From an optimization exercise on the open Yosys and OpenROAD flow, aimed at small area; shortcuts taken in it are not production practice. The RTL was checked by simulation tests, not by an equivalence proof against the original design. Power is estimated from default activity; no workload was simulated.

===== flow/config.mk =====
export PLATFORM = sky130hd
export DESIGN_NAME = snn_spi_top
export DESIGN_NICKNAME = snn_spi_top
export VERILOG_FILES = /design/flow/design.v
export SDC_FILE = /design/flow/constraint.sdc
export NUM_CORES = 4
export LEC_CHECK = 0
export CAP_MARGIN = 20
export CORE_MARGIN = 2
export CORE_UTILIZATION = 25
export SLEW_MARGIN = 20

===== flow/constraint.sdc =====
create_clock -name core_clock -period 5.0 [get_ports {SCK}]
set_input_delay 1.0000 -clock core_clock [delete_from_list [all_inputs] [get_ports {SCK}]]
set_output_delay 1.0000 -clock core_clock [all_outputs]
set_load 0.01 [all_outputs]

===== flow/design.v =====
`default_nettype none
package snn_spi_pkg;
    typedef logic [32-1:0] word_t;
    typedef logic [15:0] cfg_addr_t;
    typedef logic [27-16:0] burst_len_t;
    typedef enum logic [2:0] {
        CFG   = 3'd0,
        NEUR  = 3'd1,
        ONEUR = 3'd2,
        WINP  = 3'd3,
        WREC  = 3'd4,
        WOUT  = 3'd5
    } mem_target_e;
    typedef struct packed {
        logic        wr_valid;
        logic        rd_valid;
        mem_target_e target;
        cfg_addr_t   addr;
        word_t       data;
    } spi_event_t;
    typedef struct packed {
        logic       en_conf;
        logic [8:0] ro_stage_sel;
        logic       get_clkint_out;
        logic       get_tar_req_out;
    } cfg_top_t;
    typedef struct packed {
        logic       rst_mode;
        logic [2:0] do_eprop;
        logic       local_tick;
        logic       error_halt;
        logic [2:0] fp_loc_winp;
        logic [2:0] fp_loc_wrec;
        logic [2:0] fp_loc_wout;
        logic [2:0] fp_loc_tinp;
        logic [2:0] fp_loc_trec;
        logic [2:0] fp_loc_tout;
        logic [3:0] learn_sig_scale;
        logic [2:0] regul_mode;
        logic [1:0] regul_w;
        logic       en_stoch_round;
        logic [7:0] sram_speedmode;
        logic       timing_mode;
        logic       regression;
        logic       single_label;
        logic       no_out_act;
        logic       send_per_timestep;
        logic       send_label_only;
        logic       noise_en;
        logic       force_traces;
    } cfg_ctrl_t;
    typedef struct packed {
        logic [31:0]  cycles_per_tick;
        logic [127:0] alpha_conf;
        logic [7:0]   kappa;
        logic [7:0]   num_inp_neur;
        logic [7:0]   num_rec_neur;
        logic [3:0]   num_out_neur;
    } cfg_net_t;
    typedef struct packed {
        logic [5-1:0] prog;
        logic [5-1:0] read;
        cfg_addr_t            addr;
        word_t                data;
    } mem_req_t;
endpackage
`default_nettype wire
`default_nettype none
module snn_spi_top (
    input  wire logic                SCK,
    input  wire logic                RST_async,
    input  wire logic                MOSI,
    output wire logic                MISO,
    output wire logic [11:0]         cfg_top,
    output wire logic [49:0]         cfg_ctrl,
    output wire logic [187:0]        cfg_net,
    output wire logic [57:0]         mem_req,
    input  wire logic [31:0]         mem_rdata
);
    logic [31:0] sr;
    logic [4:0]  bit_cnt;
    logic        pend;       
    logic        mvalid;     
    logic [4:0]  mprog;
    logic [4:0]  mread;
    logic [15:0] maddr;
    logic [31:0] mdata;
    logic        read_any;
    assign read_any = |mread;
    always_ff @(posedge SCK) begin
        if (read_any) sr <= mem_rdata;
        else          sr <= {sr[30:0], MOSI};
    end
    always_ff @(posedge SCK) begin
        if (RST_async) begin
            bit_cnt <= '0;
            pend    <= 1'b0;
        end else begin
            bit_cnt <= bit_cnt + 5'd1;
            pend    <= (bit_cnt == 5'd31);
        end
    end
    always_ff @(posedge SCK) begin
        if (RST_async)              mvalid <= 1'b0;
        else if (bit_cnt == 5'd1)   mvalid <= read_any;
    end
    assign MISO = sr[31] & mvalid;
    logic [11:0] rem;        
    logic        f_rd;
    logic [2:0]  f_tgt;
    logic [15:0] ac;         
    logic [15:0] ac_inc;
    logic        in_cmd;
    assign in_cmd = (rem == 12'd0);
    assign ac_inc = ac + 16'd1;
    always_ff @(posedge SCK) begin
        if (RST_async) begin
            rem <= '0;
        end else if (pend) begin
            if (in_cmd) rem <= sr[27:16];
            else        rem <= rem - 12'd1;
        end
    end
    always_ff @(posedge SCK) begin
        if (pend) begin
            if (in_cmd) begin
                f_rd  <= sr[31];
                f_tgt <= sr[30:28];
                ac    <= sr[15:0];
            end else begin
                ac    <= ac_inc;
            end
        end
    end
    logic [2:0] ev_tgt;
    logic [4:0] sel;
    logic       ev_wr;
    logic       ev_rd;
    assign ev_tgt = in_cmd ? sr[30:28] : f_tgt;
    always_comb begin
        case (ev_tgt)
            3'd1:    sel = 5'b00001;
            3'd2:    sel = 5'b00010;
            3'd3:    sel = 5'b00100;
            3'd4:    sel = 5'b01000;
            3'd5:    sel = 5'b10000;
            default: sel = 5'b00000;
        endcase
    end
    assign ev_wr = pend && !in_cmd && !f_rd;
    assign ev_rd = pend && (in_cmd ? (sr[31] && (sr[27:16] != 12'd0))
                                   : (f_rd && (rem != 12'd1)));
    logic mem_wr;
    logic mem_rd;
    logic cfg_wr;
    assign mem_wr = ev_wr && (|sel);
    assign mem_rd = ev_rd && (|sel);
    assign cfg_wr = ev_wr && (f_tgt == 3'd0);
    always_ff @(posedge SCK) begin
        if (RST_async) begin
            mprog <= '0;
            mread <= '0;
        end else begin
            mprog <= mem_wr ? sel : 5'b0;
            mread <= mem_rd ? sel : 5'b0;
        end
    end
    always_ff @(posedge SCK) begin
        if (RST_async) begin
            maddr <= '0;
        end else if (mem_wr || mem_rd) begin
            maddr <= in_cmd ? sr[15:0] : (f_rd ? ac_inc : ac);
        end
    end
    always_ff @(posedge SCK) begin
        if (RST_async)   mdata <= '0;
        else if (mem_wr) mdata <= sr;
    end
    assign mem_req = {mprog, mread, maddr, mdata};
    logic        hi_zero;
    logic [6:0]  a;
    assign hi_zero = (ac[15:7] == 9'd0);
    assign a       = ac[6:0];
    logic       cfg_hit;
    assign cfg_hit = cfg_wr && hi_zero;
    logic       en_conf, get_clkint_out, get_tar_req_out;
    logic [8:0] ro_stage_sel;
    logic       rst_mode, local_tick, error_halt;
    logic [2:0] do_eprop;
    logic [2:0] fp_loc_winp, fp_loc_wrec, fp_loc_wout;
    logic [2:0] fp_loc_tinp, fp_loc_trec, fp_loc_tout;
    logic [3:0] learn_sig_scale;
    logic [2:0] regul_mode;
    logic [1:0] regul_w;
    logic       en_stoch_round;
    logic [7:0] sram_speedmode;
    logic       timing_mode, regression, single_label, no_out_act;
    logic       send_per_timestep, send_label_only, noise_en, force_traces;
    logic [31:0]  cycles_per_tick;
    logic [31:0]  alpha0, alpha1, alpha2, alpha3;
    logic [7:0]   kappa, num_inp_neur, num_rec_neur;
    logic [3:0]   num_out_neur;
    always_ff @(posedge SCK) begin
        if (RST_async) begin
            en_conf           <= 1'b1;
            ro_stage_sel      <= '0;
            get_clkint_out    <= 1'b0;
            get_tar_req_out   <= 1'b1;
            rst_mode          <= 1'b0;
            do_eprop          <= 3'd7;
            local_tick        <= 1'b0;
            error_halt        <= 1'b1;
            fp_loc_winp       <= '0;
            fp_loc_wrec       <= '0;
            fp_loc_wout       <= '0;
            fp_loc_tinp       <= '0;
            fp_loc_trec       <= '0;
            fp_loc_tout       <= '0;
            learn_sig_scale   <= '0;
            regul_mode        <= '0;
            regul_w           <= '0;
            en_stoch_round    <= 1'b0;
            sram_speedmode    <= '0;
            timing_mode       <= 1'b0;
            regression        <= 1'b0;
            single_label      <= 1'b1;
            no_out_act        <= 1'b0;
            send_per_timestep <= 1'b0;
            send_label_only   <= 1'b1;
            noise_en          <= 1'b0;
            force_traces      <= 1'b0;
            cycles_per_tick   <= '0;
            alpha0          <= '0;
            alpha1          <= '0;
            alpha2          <= '0;
            alpha3          <= '0;
            kappa             <= 8'h7A;
            num_inp_neur      <= 8'hFF;
            num_rec_neur      <= 8'hFF;
            num_out_neur      <= 4'hF;
        end else begin
            if (cfg_hit && a == 7'd0)  en_conf           <= sr[0];
            if (cfg_hit && a == 7'd1)  ro_stage_sel      <= sr[8:0];
            if (cfg_hit && a == 7'd2)  get_clkint_out    <= sr[0];
            if (cfg_hit && a == 7'd3)  get_tar_req_out   <= sr[0];
            if (cfg_hit && a == 7'd8)  rst_mode          <= sr[0];
            if (cfg_hit && a == 7'd9)  do_eprop          <= sr[2:0];
            if (cfg_hit && a == 7'd10) local_tick        <= sr[0];
            if (cfg_hit && a == 7'd11) error_halt        <= sr[0];
            if (cfg_hit && a == 7'd12) fp_loc_winp       <= sr[2:0];
            if (cfg_hit && a == 7'd13) fp_loc_wrec       <= sr[2:0];
            if (cfg_hit && a == 7'd14) fp_loc_wout       <= sr[2:0];
            if (cfg_hit && a == 7'd15) fp_loc_tinp       <= sr[2:0];
            if (cfg_hit && a == 7'd16) fp_loc_trec       <= sr[2:0];
            if (cfg_hit && a == 7'd17) fp_loc_tout       <= sr[2:0];
            if (cfg_hit && a == 7'd18) learn_sig_scale   <= sr[3:0];
            if (cfg_hit && a == 7'd19) regul_mode        <= sr[2:0];
            if (cfg_hit && a == 7'd20) regul_w           <= sr[1:0];
            if (cfg_hit && a == 7'd21) en_stoch_round    <= sr[0];
            if (cfg_hit && a == 7'd22) sram_speedmode    <= sr[7:0];
            if (cfg_hit && a == 7'd23) timing_mode       <= sr[0];
            if (cfg_hit && a == 7'd25) regression        <= sr[0];
            if (cfg_hit && a == 7'd26) single_label      <= sr[0];
            if (cfg_hit && a == 7'd27) no_out_act        <= sr[0];
            if (cfg_hit && a == 7'd30) send_per_timestep <= sr[0];
            if (cfg_hit && a == 7'd31) send_label_only   <= sr[0];
            if (cfg_hit && a == 7'd32) noise_en          <= sr[0];
            if (cfg_hit && a == 7'd33) force_traces      <= sr[0];
            if (cfg_hit && a == 7'd64) cycles_per_tick   <= sr;
            if (cfg_hit && a == 7'd65) alpha0          <= sr;
            if (cfg_hit && a == 7'd66) alpha1          <= sr;
            if (cfg_hit && a == 7'd67) alpha2          <= sr;
            if (cfg_hit && a == 7'd68) alpha3          <= sr;
            if (cfg_hit && a == 7'd69) kappa             <= sr[7:0];
            if (cfg_hit && a == 7'd94) num_inp_neur      <= sr[7:0];
            if (cfg_hit && a == 7'd95) num_rec_neur      <= sr[7:0];
            if (cfg_hit && a == 7'd96) num_out_neur      <= sr[3:0];
        end
    end
    assign cfg_top  = {en_conf, ro_stage_sel, get_clkint_out, get_tar_req_out};
    assign cfg_ctrl = {rst_mode, do_eprop, local_tick, error_halt,
                       fp_loc_winp, fp_loc_wrec, fp_loc_wout,
                       fp_loc_tinp, fp_loc_trec, fp_loc_tout,
                       learn_sig_scale, regul_mode, regul_w,
                       en_stoch_round, sram_speedmode, timing_mode,
                       regression, single_label, no_out_act, send_per_timestep,
                       send_label_only, noise_en, force_traces};
    assign cfg_net  = {cycles_per_tick, alpha3, alpha2, alpha1, alpha0,
                       kappa, num_inp_neur, num_rec_neur, num_out_neur};
endmodule
`default_nettype wire

===== flow/run.sh =====
#!/bin/bash
# synth_recipe.tcl (not shown) runs the flow's synth.tcl, then flattens the netlist and writes it again
# the make line also repeats each setting of config.mk as NAME=value (left out here)
make -C /OpenROAD-flow-scripts/flow DESIGN_CONFIG=/design/flow/config.mk WORK_HOME=/design/flow/orfs CLKGATE_MAP_FILE= SYNTH_SCRIPT=/design/flow/synth_recipe.tcl finish

==> notes.md, run 1 <==
* Result of the run: finished clean
* Final routed wire length divided by cell count at 20.3 um
* Antenna violation net count after detailed routing at 0
* Required arrival time at the worst endpoint at 5480 ps
* Distinct cells, synth at 58
* Seq/Total Area, Yosys at 51.3%
* Worst setup startpoint: f_tgt[1]$_DFFE_PP_
* Iteration count of the initial detailed-routing pass at 5
* Count of mapped cells out of synthesis at 1765
* Floorplan die width at 251 um
* Crit path time final at 3200 ps
* Wire length of the first global-routing pass at 83700 um
* Iter 0 DRT Violations at 1002
* Peak clock frequency supported by timing at 0.312 GHz
* Largest net degree at the start of global routing at 140
* Transition at the pin with the smallest max-transition slack at 934 ps
* RR Endpoint: alpha3[25]$_SDFFE_PP0P_
* Htree depth at 2
* Post-synth EDFFs at 20
* Count of instances resized after the clock tree is built at 0
* Post-synthesis to final-layout area growth at 34.5%
* Later-pin clock latency in the skew report at 560 ps
* DP HPWL at 38300 um
* Max Root-Sink Buffers at 3
* Most instantiated library cell after synthesis: nand2_1
* Total number of vias at 13.4k
* Die footprint at 0.0628 mm2
* Period utilisation layout at 64.1%
* Worst hold path stage count at 2
* Kind of capture point of the worst setup path: flop
* RR Startpoint: f_tgt[1]$_DFFE_PP_
* Max Fanout on Critical Path at 32
* Worst min-delay path endpoint: alpha2[25]$_SDFFE_PP0P_
* Clock slew seen by the registers of the worst setup and hold paths at 60 ps
* R2R setup slack at 1800 ps
* Placed insts at 2733
* Most numerous cell types in the synthesized netlist: nand2_1 (413), dfxtp_1 (359), a21oi_1 (229), clkbuf_1 (128), nor2_1 (128)
* CTS tree: yes
* # nets final at 2041
* Setup Fix Bufs, Post-CTS at 0
* Pre-CTS WS at 1830 ps
* Fin cells at 2810
* TritonCTS buffer count at 43
* Final core utilization at 33.9%
* Max-slew headroom at 37.8%
* Die Y at 251 um
* Proportion of layout cells with a drive suffix above 1 at 7.40%
* Antenna violations before repair at 2
* Fraction of post-synthesis cell area in the top cell type by area at 47.3%
* Data arrival time of the critical path at 3690 ps
* Number of sinks handled by clock tree synthesis at 379
* Remaining global-route overflow at 0
* Total global routing track utilization at 17.5%
* Most used flip-flop cell after synthesis: dfxtp_1
* Static Leak at 7.22 nW
* Final number of setup-violating endpoints at 0
* Avg Inst Size Synth at 8.61 um2
* Hold_buf cts at 0
* Worst Skew at 13.4 ps
* Clock Root Buffer: clkbuf_16
* Worst-case reg-to-reg path depth at 5
* IO Count at 344
* Placeable Area at 0.0602 mm2
* Synth Net Count at 1810
* Max-cap violation count at 0
* Kind of launch point of the worst setup path: flop
* Library cell occupying the most area in the post-synthesis netlist: dfxtp_1
* Final GP Congestion at 0.878
* Unrepaired setup endpoints after global routing: no
* VDD IR max at 0.000223 V
* Routed Wire Length at 57000 um
* Biggest area contributors in the synthesized netlist: dfxtp_1 (47%), nand2_1 (10%), a21oi_1 (7.5%)
* Source of the worst hold timing path: alpha2[25]$_SDFFE_PP0P_
* Power density over the cells at 312 mW/mm2
* Setup Total Neg Slack at 0 ps
* Row count at 90
* Effective utilization at floorplan at 25.2%
* Via count of the first global-routing pass at 13.1k
* Buffers added on ports at 343
* Ys async rst share at 0%
* Routed vias/inst at 4.78
* Total power draw at 6.37 mW
* Number of failing hold endpoints at the final stage at 0
* Worst hold path type: flop to flop
* Syn. warnings at 1
* Count of state elements after synthesis at 379
* DRC violations left at 0
* Syn Std Cell Area at 0.0152 mm2
* Post-layout worst setup margin at 1800 ps
* Fin. max-slew vios at 0
* Crit Path Category: flop to flop
stage by stage:
stage | instance area (um2) | hold slack [ps]
final | 20400 | 446
after floorplan | 15200 | 406
after detailed placement | 19100 | 444
after global placement | 19100 | 438
after global routing | 20400 | 465
after CTS | 20400 | 452
state kept, by name (all words and copies together) (netlist names), 9 cells and up:
| name | cells |
|---|---|
| ac | 16 |
| alpha3 | 32 |
| rem | 12 |
| alpha2 | 32 |
| mdata | 32 |
| sr | 32 |
| alpha1 | 32 |
| ro_stage_sel | 9 |
| maddr | 16 |
| cycles_per_tick | 32 |
| alpha0 | 32 |
cell type report:
| class | count | area (um2) |
|---|---|---|
| multi-input combinational | 1186 | 6570 |
| antenna | 1 | 2.50 |
| tap | 782 | 978 |
| clock inverter | 11 | 88.8 |
| inverter | 15 | 56.3 |
| fill | 6189 | 39800 |
| timing repair buffer | 371 | 3670 |
| sequential | 379 | 7790 |
| clock buffer | 65 | 1270 |
routing by layer:
layer / GRT usage [%] / share of wire [%]
met5: 0 / 0
met4: 6.35 / 3.4
met3: 4.59 / 7.1
met2: 28.3 / 46
met1: 22.4 / 43
cell usage in the layout, fill, tap and decap left out, types with 3 or more instances in the layout:
master / netlist / routed
a211o_1: 10 / 10
a211oi_1: 5 / 5
a21oi_1: 229 / 229
a221oi_1: 3 / 3
a311oi_1: 5 / 5
a41oi_1: 5 / 5
and2_1: 11 / 11
and3_1: 5 / 5
and4_1: 8 / 6
buf_4: 16 / 26
clkbuf_1: 128 / 13
clkbuf_16: 0 / 45
clkbuf_8: 0 / 7
clkdlybuf4s50_1: 0 / 342
clkinv_2: 0 / 7
dfxtp_1: 359 / 359
edfxtp_1: 20 / 20
ha_1: 10 / 10
inv_1: 15 / 15
mux2_2: 35 / 35
mux2i_1: 72 / 71
nand2_1: 413 / 413
nand2b_1: 13 / 13
nand3_1: 13 / 13
nand4_1: 31 / 31
nor2_1: 128 / 127
nor2b_1: 34 / 34
nor3_1: 29 / 28
nor4_1: 16 / 15
o211ai_1: 3 / 3
o21ai_0: 30 / 30
o41ai_1: 6 / 6
o41ai_2: 9 / 9
or3_1: 5 / 5
or4_1: 4 / 4
xnor2_1: 17 / 17
xor2_1: 12 / 12
worst max-delay path, cell delays in order, from the launching register on:
cell and delay (ps):
edfxtp_1 490, nor4_1 800, and4b_1 630, and4_2 860
nand2_1 120, a21oi_1 180
how the worst max path moves through the flow:
stage / to / slack (ps) / depth (start not counted)
floorplan: num_rec_neur[5]$_SDFFE_PP1P_ / 2320 / 7
global placement: alpha3[29]$_SDFFE_PP0P_ / 1880 / 5
detailed placement: num_out_neur[2]$_SDFFE_PP1P_ / 1830 / 5
CTS: num_out_neur[1]$_SDFFE_PP1P_ / 1790 / 5
global route: ro_stage_sel[0]$_SDFFE_PP0P_ / 1610 / 5
finish: alpha3[25]$_SDFFE_PP0P_ / 1800 / 5
where the power goes:
part / total, mW / switching (mW) / internal [mW]
Clock: 3.08 / 1.28 / 1.80
Combinational: 0.159 / 0.100 / 0.0589
Sequential: 3.12 / 0.0630 / 3.06
cell families (layout without fill, tap and decap cells):
family                     Yosys count  count (layout)  share of synthesized area [%]
adders and majority gates           10              10                          0.824
and+or+nand+nor                    722             722                           20.9
DFF                                379             379                           51.3
muxes                              107             107                           7.34
xor gates and xnor gates            29              29                           1.67
buffers and inverters              200             462                           5.67
AOI/OAI and AO/OA                  318             318                           12.3
other                                0               1                              0
==> run 2: changes to the inputs <==
==> flow/flow/run.sh (new file) <==
#!/bin/bash
# Standard ORFS layout with smaller port buffers and a leaner clock tree.
set -euo pipefail
bash standard.sh \
  "BUFFER_PORTS_ARGS=-buffer_cell sky130_fd_sc_hd__buf_1" \
  "CTS_ARGS=-sink_clustering_enable -repair_clock_nets -dont_use_dummy_load -buf_list {sky130_fd_sc_hd__clkbuf_4 sky130_fd_sc_hd__clkbuf_8}" \
  "RECOVER_POWER=100" \
  finish > make_finish.log 2>&1
==> flow/standard.sh (new file) <==
#!/bin/bash
# synth_recipe.tcl (not shown) runs the flow's synth.tcl, then flattens the netlist and writes it again
# the make line also repeats each setting of config.mk as NAME=value (left out here)
make -C /OpenROAD-flow-scripts/flow DESIGN_CONFIG=/design/flow/config.mk WORK_HOME=/design/flow/orfs CLKGATE_MAP_FILE= SYNTH_SCRIPT=/design/flow/synth_recipe.tcl "${@:-finish}"
--- a/flow/config.mk
+++ b/flow/config.mk
@@ -9,3 +9,3 @@
 export CORE_MARGIN = 2
-export CORE_UTILIZATION = 25
+export CORE_UTILIZATION = 50
 export SLEW_MARGIN = 20
removed: flow/run.sh
==> run 2 against run 1 <==
  * The layout now fails its checks (max-capacitance violations, max-slew violations)
  * Synthesized cell count is the same
  * Utilization grew 24 points
  * Maximum frequency shrank 18%
  * Flip-flop and latch count is the same
  * First-iteration DRC count grew 2.8%
  * Power shrank 13%
  * Sequential share of layout area grew 7.0 points
  * Routed wire length shrank 14%
  * Cell count shrank 14%
  * Critical path type is now input pin to flop
  * Largest cell class unchanged
  * Largest power group unchanged
  * Highest routed layer unchanged
==> notes.md, run 2 <==
* R2R setup slack at 1310 ps (-490 ps)
* Biggest area contributors in the synthesized netlist: dfxtp_1 (47%), nand2_1 (10%), a21oi_1 (7.5%)
* Fraction of post-synthesis cell area in the top cell type by area at 47.3% (unchanged)
* Maximum single-stage delay on the critical path at 1550 ps (+690 ps)
* Largest net degree at the start of global routing at 156 (+11%)
* Most numerous cell types in the synthesized netlist: nand2_1 (413), dfxtp_1 (359), a21oi_1 (229), clkbuf_1 (128), nor2_1 (128)
* TritonCTS buffer count at 66 (+53%)
* Library cell occupying the most area in the post-synthesis netlist: dfxtp_1
* Max-slew headroom at -75.3% (-110 points)
* Mux share of post-synthesis cell area at 7.34% (unchanged)
* Seq/Total Area, Yosys at 51.3% (unchanged)
* Reasons for failing layout checks: max-capacitance violations, max-slew violations
* Die footprint at 0.0318 mm2 (-49%)
* Total global routing track utilization at 30.1% (+13 points)
* Die Y at 178 um (-29%)
* Htree depth at 3 (+1)
* Clock slew seen by the registers of the worst setup and hold paths at 50 ps (about the same)
* Iteration count of the initial detailed-routing pass at 5 (unchanged)
* Crit Path Category: input pin to flop
* Antenna violations before repair at 1 (-1)
* Proportion of layout cells with a drive suffix above 1 at 7.00% (-0.40 points)
* Final-layout fill cell count at 2840 (-54%)
* Final GP Congestion at 0.866 (-1.4%)
* Max-cap violation count at 5 (+5)
* Worst Skew at 68.6 ps (+55.2 ps)
* Fin. max-slew vios at 321 (+321)
* Later-pin clock latency in the skew report at 590 ps (+30 ps)
* Fin cells at 2406 (-14%)
* Worst hold path type: flop to flop
* DRC violations left at 0 (unchanged)
* Effective utilization at floorplan at 51.0% (+26 points)
* # nets final at 2062 (+1.0%)
* Result of the run: failed layout checks
* Setup Total Neg Slack at 0 ps (unchanged)
* Cell area after layout at 0.0173 mm2 (-16%)
* Max Fanout on Critical Path at 155 (+380%)
* Critical path cell sequence: clkbuf_1 -> clkbuf_4 -> a211o_1 -> mux2i_1
* Most used flip-flop cell after synthesis: dfxtp_1
* Commonest cells after routing, fill and taps aside: nand2_1 (414), dfxtp_1 (359), buf_1 (341)
* Kind of capture point of the worst setup path: flop
* Buf+Inv Stages, Crit Path at 2 (+2)
* Combinational family with the most area after synthesis: simple AND/OR/NAND/NOR gates
* Buffers added on ports at 343 (unchanged)
* Slowest cell on the critical path: clkbuf_4
* Crit path time final at 3890 ps (+687 ps)
* RR Startpoint: pend$_SDFF_PP0_
* Static Leak at 6.16 nW (-15%)
* Hold_buf cts at 0 (unchanged)
* CP Depth at 4 (-1)
* Wire length of the first global-routing pass at 73200 um (-13%)
* Post-synthesis to final-layout area growth at 13.6%
* Count of instances resized after the clock tree is built at 0 (unchanged)
* VDD IR max at 0.000221 V (-0.93%)
* Number of sinks handled by clock tree synthesis at 379 (unchanged)
* Most instantiated library cell after synthesis: nand2_1
* Power density over the cells at 321 mW/mm2 (+2.9%)
* Antenna violation net count after detailed routing at 0 (unchanged)
* Distinct cells, synth at 58 (unchanged)
* Placed instance area at 0.0164 mm2 (-14%)
* Floorplan die width at 178 um (-29%)
* Count of mapped cells out of synthesis at 1765 (unchanged)
* CP Capture Point: maddr[9]$_SDFFE_PP0P_
* Syn. warnings at 1 (unchanged)
* Period utilisation layout at 77.8% (+14 points)
* Remaining global-route overflow at 0 (unchanged)
* Transition at the pin with the smallest max-transition slack at 2630 ps (+1700 ps)
* Count of state elements after synthesis at 379 (unchanged)
* Row count at 63 (-30%)
* Final routed wire length divided by cell count at 20.5 um (+0.86%)
* Final number of setup-violating endpoints at 0 (unchanged)
* Placed insts at 2339 (-14%)
* Setup Fix Bufs, Post-CTS at 0 (unchanged)
* Synth Area in XOR/XNOR at 1.67% (unchanged)
* Routed Wire Length at 49200 um (-14%)
* Syn Std Cell Area at 0.0152 mm2 (unchanged)
* Synthesized-area fraction occupied by and/or/nand/nor cells at 20.9% (unchanged)
* Category of cells accounting for the largest share of critical-path delay: buffers and inverters
* Via count of the first global-routing pass at 12.3k (-5.9%)
* Max Root-Sink Buffers at 3 (unchanged)
* Synth Net Count at 1810 (unchanged)
* Placeable Area at 0.0298 mm2 (-51%)
* Unrepaired setup endpoints after global routing: no
* Number of failing hold endpoints at the final stage at 0 (unchanged)
* Routed vias/inst at 5.49 (+15%)
* Worst-case reg-to-reg path depth at 6 (+1)
* Iter 0 DRT Violations at 1030 (+2.8%)
* Data arrival time of the critical path at 4280 ps (+590 ps)
* Synth Area in Compound Gates at 12.3% (unchanged)
* Required arrival time at the worst endpoint at 5390 ps (-90 ps)
* Most common cell after layout, fill and taps aside: nand2_1
* Adder-cell share of the synthesized area at 0.824% (unchanged)
* Clock Root Buffer: clkbuf_8
* Ys async rst share at 0% (unchanged)
* Post-synth EDFFs at 20 (unchanged)
* Peak clock frequency supported by timing at 0.257 GHz (-18%)
* RR Endpoint: maddr[7]$_SDFFE_PP0P_
* Worst setup startpoint: RST_async
* Kind of launch point of the worst setup path: input pin
* Avg Inst Size Synth at 8.61 um2 (unchanged)
* CTS tree: yes
* IO Count at 344 (unchanged)
* DP HPWL at 32400 um (-15%)
* Total number of vias at 13.2k (-1.6%)
==> run 2: cell families (layout without fill, tap and decap cells) <==
logic type               count (synthesis)  in the layout
flip-flops                             379            379
AO/OA/AOI/OAI                          318            318
buffers and inverters                  200            450
multiplexers                           107            107
AND/OR/NAND/NOR                        722            722
other                                    0              1
XOR/XNOR                                29             29
adder cells (fa/ha/maj)                 10             10
==> run 2: worst min path at each step <==
stage / start / endpoint / slack, ps / cells past startpoint
after global routing: alpha0[6]$_SDFFE_PP0P_ / alpha0[6]$_SDFFE_PP0P_ / 460 / 2
after CTS: alpha2[25]$_SDFFE_PP0P_ / alpha2[25]$_SDFFE_PP0P_ / 450 / 2
after detailed placement: alpha2[25]$_SDFFE_PP0P_ / alpha2[25]$_SDFFE_PP0P_ / 440 / 2
after floorplan: sr[31]$_DFF_P_ / f_rd$_DFFE_PP_ / 410 / 0
final: alpha1[28]$_SDFFE_PP0P_ / alpha1[28]$_SDFFE_PP0P_ / 450 / 2
after global placement: alpha1[22]$_SDFFE_PP0P_ / alpha1[22]$_SDFFE_PP0P_ / 440 / 2
==> run 2: cell type report <==
class / instances / area [um2] / share of cell area [%]
Timing Repair Buffer: 369 / 1470 / 8.51
Antenna cell: 1 / 2.50 / 0.0145
Multi-Input combinational cell: 1186 / 6540 / 37.9
Tap cell: 390 / 488 / 2.83
Sequential cell: 379 / 7790 / 45.1
Inverter: 15 / 56.3 / 0.326
Clock buffer: 66 / 908 / 5.26
==> run 2: metal layers <==
metal / share of wire (%) / up-vias / GRT usage (%) / wire length [um]
met5: 0 / - / 0 / 0
met4: 2.8 / 0 / 9.93 / 1400
met3: 8.7 / 93 / 8.84 / 4270
met2: 45 / 499 / 46.0 / 22200
met1: 43 / 6259 / 40.9 / 21400
li1: - / 6359 / - / -
==> run 2: where the power goes <==
part           internal [mW]  switching (mW)
clock network           1.16            1.12
registers               3.06          0.0678
logic                 0.0358          0.0833
total                   4.27            1.27
==> run 2: tightest hold or removal path, stage by stage (launching register included) <==
cell and delay, ps:
dfxtp_1 300, nand2_1 50, a21oi_1 50
==> run 2: stage by stage <==
stage | hold slack (ps) | util, % | total power [mW] | setup WS [ps]
2_1_floorplan | 406 | - | 3.24 | 2320
4_1_cts | 449 | 58.0 | 5.57 | 1830
3_5_place_dp | 442 | 55.0 | 3.31 | 1810
3_3_place_gp | 436 | 55.0 | 3.31 | 1920
6_report | 449 | 57.9 | 5.53 | 1110
5_1_grt | 461 | 57.9 | 5.71 | 827

[afterwards: timing with drivers on the ports]
How much do the figures lean on ideal ports? The routed layouts below were timed once more, with nothing changed but the port constraints. Step 1, drivers: a clkbuf_16 drives SCK and a buf_2 each remaining input, both assumed. Step 2, shift: input delay + t, output delay - t, t = (earliest + latest rising clock arrival at the registers) / 2. This alone moves slack from input paths to output paths. Three values: ideal, step 1, step 2; two values: the first two.
run | shift t [ns] | setup WS [ns] | worst setup path at the end | clock arrival spread, ns
run 1 | 0.611 | 1.797 / 1.797 / 1.797 | register to register | 0.014 / 0.013
run 2 | 0.607 | 1.111 / 1.122 / 0.515 | input to register | 0.069 / 0.070
The setup slack of run 2, which loses most, moves by +0.011 ns with the drivers and by -0.596 ns with both steps.
